This design comes from an exercise in tuning for small area, a short achievable clock period and few clock cycles per item on the open sky130 flow, not from production work.
Where RTL was checked, it was by simulation tests only, not by an equivalence proof against the original.
Power is estimated from default activity; no workload was simulated.

==> module sliding_window_anagram_match, before the edit <==
module sliding_window_anagram_match
#(
  parameter int MAX_PATTERN = 256,
  parameter int ALPHABET    = 26
) (
  input  logic                 clk,
  input  logic                 rst,
  input  logic                 s_tvalid,
  output logic                 s_tready,
  input  logic [swam_pkg::S_TDATA_W-1:0] s_tdata,    
  input  logic [swam_pkg::S_TUSER_W-1:0] s_tuser,    
  input  logic                 s_tlast,
  output logic                 m_tvalid,
  input  logic                 m_tready,
  output logic [swam_pkg::M_TDATA_W-1:0] m_tdata,    
  output logic                 m_tlast
);
  localparam int LW    = swam_pkg::LETTER_W;
  localparam int PTR_W = $clog2(MAX_PATTERN);           
  localparam int CNT_W = PTR_W + 1;                     
  localparam int FW    = 4;                             
  localparam int BL    = 1 << FW;                       
  localparam int NB    = MAX_PATTERN / BL - 1;          
  localparam int QD    = 4;                             
  logic          rdy_q, rdy_o;    
  logic          s_fire, sym_ok;
  logic          clr1, pat1, txt1, last1;
  logic [LW-1:0] let1;
  assign s_tready = rdy_o;
  assign s_fire   = s_tvalid && rdy_q;
  assign sym_ok   = s_tdata[LW-1:0] < LW'(ALPHABET);
  always_ff @(posedge clk) begin
    clr1  <= rst || (s_fire && s_tuser == swam_pkg::OP_CLEAR);
    pat1  <= !rst && s_fire && s_tuser == swam_pkg::OP_PATTERN && sym_ok;
    txt1  <= !rst && s_fire && s_tuser == swam_pkg::OP_TEXT && sym_ok;
    let1  <= s_tdata[LW-1:0];
    last1 <= s_tlast;
  end
  logic [CNT_W-1:0] plen_m1;       
  logic [PTR_W-1:0] tcnt;          
  logic             full;          
  logic             tstart;        
  logic             ovf;
  logic             lmax;          
  logic             clr, lnz, pat_add, pat_drop, txt_win, win_dec;
  logic [LW-1:0]    tap;           
  assign clr      = clr1;          
  assign lnz      = !plen_m1[CNT_W-1];
  assign pat_add  = pat1 && !tstart && !lmax;
  assign pat_drop = pat1 && !tstart && lmax;
  assign txt_win  = txt1 && lnz;
  assign win_dec  = txt_win && full;
  always_ff @(posedge clk) begin
    if (clr) begin
      plen_m1 <= '1;
      tcnt    <= '0;
      full    <= 1'b0;
      tstart  <= 1'b0;
      ovf     <= 1'b0;
      lmax    <= 1'b0;
    end else begin
      if (pat_add) begin
        plen_m1 <= plen_m1 + CNT_W'(1);
        lmax    <= (plen_m1 == CNT_W'(MAX_PATTERN - 2));
      end
      if (txt_win && !full) begin
        tcnt <= tcnt + PTR_W'(1);
        if (tcnt == plen_m1[PTR_W-1:0]) full <= 1'b1;
      end
      if (txt1) tstart <= 1'b1;
      if (pat_drop) ovf <= 1'b1;
    end
  end
  logic [PTR_W-FW-1:0] nblk;
  logic [LW-1:0]       blk_out [NB+1];
  logic [LW-1:0]       seg_in [FW+1];
  assign nblk       = plen_m1[PTR_W-1:FW];
  assign blk_out[0] = let1;
  for (genvar j = 0; j < NB; j++) begin : g_blk
    logic [LW*BL-1:0] sr;
    logic             en;
    assign en = txt_win && (nblk > (PTR_W-FW)'(j));
    always_ff @(posedge clk) begin
      if (en) sr <= {sr[LW*BL-LW-1:0], blk_out[j]};
    end
    assign blk_out[j+1] = sr[LW*BL-1 -: LW];
  end
  assign seg_in[FW] = blk_out[nblk];
  for (genvar k = FW - 1; k >= 0; k--) begin : g_seg
    localparam int N = 1 << k;
    logic [LW*N-1:0] sr;
    logic            en;
    assign en = txt_win && plen_m1[k];
    always_ff @(posedge clk) begin
      if (en) begin
        if (N == 1) sr <= seg_in[k+1];
        else        sr <= {sr[LW*N-LW-1:0], seg_in[k+1]};
      end
    end
    assign seg_in[k] = plen_m1[k] ? sr[LW*N-1 -: LW] : seg_in[k+1];
  end
  always_ff @(posedge clk) begin
    if (txt_win) tap <= seg_in[0];
  end
  logic [CNT_W-1:0]    diff [ALPHABET];
  logic [ALPHABET-1:0] dz;
  for (genvar i = 0; i < ALPHABET; i++) begin : g_cnt
    logic hit_new, hit_old, up, dn;
    assign hit_new = (let1 == LW'(i));
    assign hit_old = win_dec && (tap == LW'(i));
    assign up = txt_win && hit_new && !hit_old;
    assign dn = (pat_add && hit_new) || (hit_old && !hit_new);
    always_ff @(posedge clk) begin
      if (clr)     diff[i] <= CNT_W'(1);
      else if (up) diff[i] <= {diff[i][CNT_W-2:0], diff[i][8] ^ diff[i][4]};
      else if (dn) diff[i] <= {diff[i][0] ^ diff[i][5], diff[i][CNT_W-1:1]};
    end
    assign dz[i] = (diff[i] == CNT_W'(1));
  end
  logic v2, last2, found, match, found_o;
  always_ff @(posedge clk) begin
    v2    <= txt1 && !rst;
    last2 <= last1;
  end
  assign match   = !lnz || (full && (&dz));
  assign found_o = found || match;
  always_ff @(posedge clk) begin
    if (clr)     found <= 1'b0;
    else if (v2) found <= found_o;
  end
  logic [3:0]        q  [QD];      
  logic [QD-1:0]     qv;           
  logic [3:0]        q_in;
  logic              pop, rdy_next;
  logic              mvld;         
  logic [2:0]        base;
  assign q_in = {last2, ovf, found_o, match};
  assign pop  = qv[0] && m_tready;
  logic       hold0, take1;
  logic [3:0] q0_next;
  assign hold0   = !pop && qv[0];
  assign take1   = pop && qv[1];
  assign q0_next = ({4{hold0}} & q[0]) | ({4{take1}} & q[1]) |
                   ({4{!hold0 && !take1}} & q_in);
  always_ff @(posedge clk) begin
    q[0] <= q0_next;
    for (int j = 1; j < QD; j++) begin
      if (pop) begin
        if (j + 1 < QD && qv[j+1]) q[j] <= q[j+1];
        else if (v2 && qv[j])     q[j] <= q_in;
      end else begin
        if (v2 && !qv[j] && qv[j-1]) q[j] <= q_in;
      end
    end
    mvld <= !rst && (v2 || (pop ? qv[1] : qv[0]));
    if (rst) begin
      qv <= '0;
    end else begin
      case ({pop, v2})
        2'b10:   qv <= qv >> 1;
        2'b01:   qv <= {qv[QD-2:0], 1'b1};
        default: qv <= qv;
      endcase
    end
  end
  always_comb begin
    base = 3'(v2) + 3'(txt1);
    for (int j = 0; j < QD; j++) base = base + 3'(qv[j]);
    case (base)
      3'd0, 3'd1, 3'd2: rdy_next = 1'b1;
      3'd3:             rdy_next = !s_fire || pop;
      default:          rdy_next = pop;
    endcase
  end
  always_ff @(posedge clk) begin
    if (rst) rdy_q <= 1'b1;
    else     rdy_q <= rdy_next;
  end
  always_ff @(posedge clk) begin
    rdy_o <= rst || (base + 3'(s_fire) <= 3'(QD - 1) + 3'(pop));
  end
  assign m_tvalid = mvld;
  assign m_tdata  = {(swam_pkg::M_TDATA_W - 3)'(0), q[0][2:0]};
  assign m_tlast  = q[0][3];
endmodule
Settings: LEC_CHECK=0, CAP_MARGIN=20, CORE_MARGIN=2, CORE_UTILIZATION=70, CTS_BUF_LIST=sky130_fd_sc_hd__clkbuf_16, CTS_CLUSTER_DIAMETER=80, CTS_CLUSTER_SIZE=24, SLEW_MARGIN=20; clock period 13.0 ns.
standard.sh (not shown) runs the stock make flow with config.mk's settings and CLKGATE_MAP_FILE= SYNTH_SCRIPT=/design/flow/synth_recipe.tcl, a recipe that flattens the netlist after the stock synthesis.
==> flow/flow/run.sh <==
#!/bin/bash
set -uo pipefail
bash standard.sh \
  BUFFER_PORTS_ARGS="-buffer_cell sky130_fd_sc_hd__buf_4" \
  SETUP_SLACK_MARGIN=9.2 \
  finish > standard.log 2>&1
Testbench counts at the start, summed over its fixed seeds: cycles 77,933, items 52,211.
Then changed:
--- a/flow/design.v
+++ b/flow/design.v
@@ -119,17 +119,17 @@
     logic hit_new, hit_old, up, dn;
     assign hit_new = (let1 == LW'(i));
     assign hit_old = win_dec && (tap == LW'(i));
     assign up = txt_win && hit_new && !hit_old;
     assign dn = (pat_add && hit_new) || (hit_old && !hit_new);
     always_ff @(posedge clk) begin
-      if (clr)     diff[i] <= CNT_W'(1);
-      else if (up) diff[i] <= {diff[i][CNT_W-2:0], diff[i][8] ^ diff[i][4]};
-      else if (dn) diff[i] <= {diff[i][0] ^ diff[i][5], diff[i][CNT_W-1:1]};
+      if (clr)     diff[i] <= '0;
+      else if (up) diff[i] <= {diff[i][CNT_W-2:0], diff[i][8] ~^ diff[i][4]};
+      else if (dn) diff[i] <= {diff[i][0] ~^ diff[i][5], diff[i][CNT_W-1:1]};
     end
-    assign dz[i] = (diff[i] == CNT_W'(1));
+    assign dz[i] = (diff[i] == '0);
   end
   logic v2, last2, found, match, found_o;
   always_ff @(posedge clk) begin
     v2    <= txt1 && !rst;
     last2 <= last1;
   end
Outcome: Wire length falls by 6.0%. Power falls by 0.63%. Combinational power falls by 11%. Final area falls by 0.53%. Non-clock buffer count falls by 7. Synthesized area hardly moves. Via count falls by 3.0%. Register-to-register slack gains 350 ps. Clock skew rises by 3.2 ps. Setup slack loses 55 ps. Worst hold slack gains 13 ps. Die area is about the same. Utilization falls by 0.28 points.
The RTL of the second run of this note was laid out without a check of its function.

static timing again, ports no longer ideal:
How much do the figures lean on ideal ports? The routed layouts below were timed once more, with nothing changed but the port constraints.
Step 1 assumes that a clkbuf_16 drives the clock port and a buf_2 every other input.
Step 2 times the ports against the registers' clock, not the clock port: input delays grow and output delays shrink by t, the midpoint of the rising clock arrivals with the driver on.
Slacks: no drivers / after step 1 / after step 2; pairs: no drivers / after step 1.
| run | t (ns) | setup slack, ns | worst hold slack (ns) |
|---|---|---|---|
| the first run | 0.698 | 9.307 / 9.238 / 8.877 | 0.336 / 0.336 / 0.336 |
| the second run | 0.722 | 9.252 / 9.181 / 9.006 | 0.348 / 0.348 / 0.348 |
After both steps every run listed still meets setup and hold. The setup slack of the first run, which loses most, moves by -0.069 ns with the drivers and by -0.430 ns with both steps.
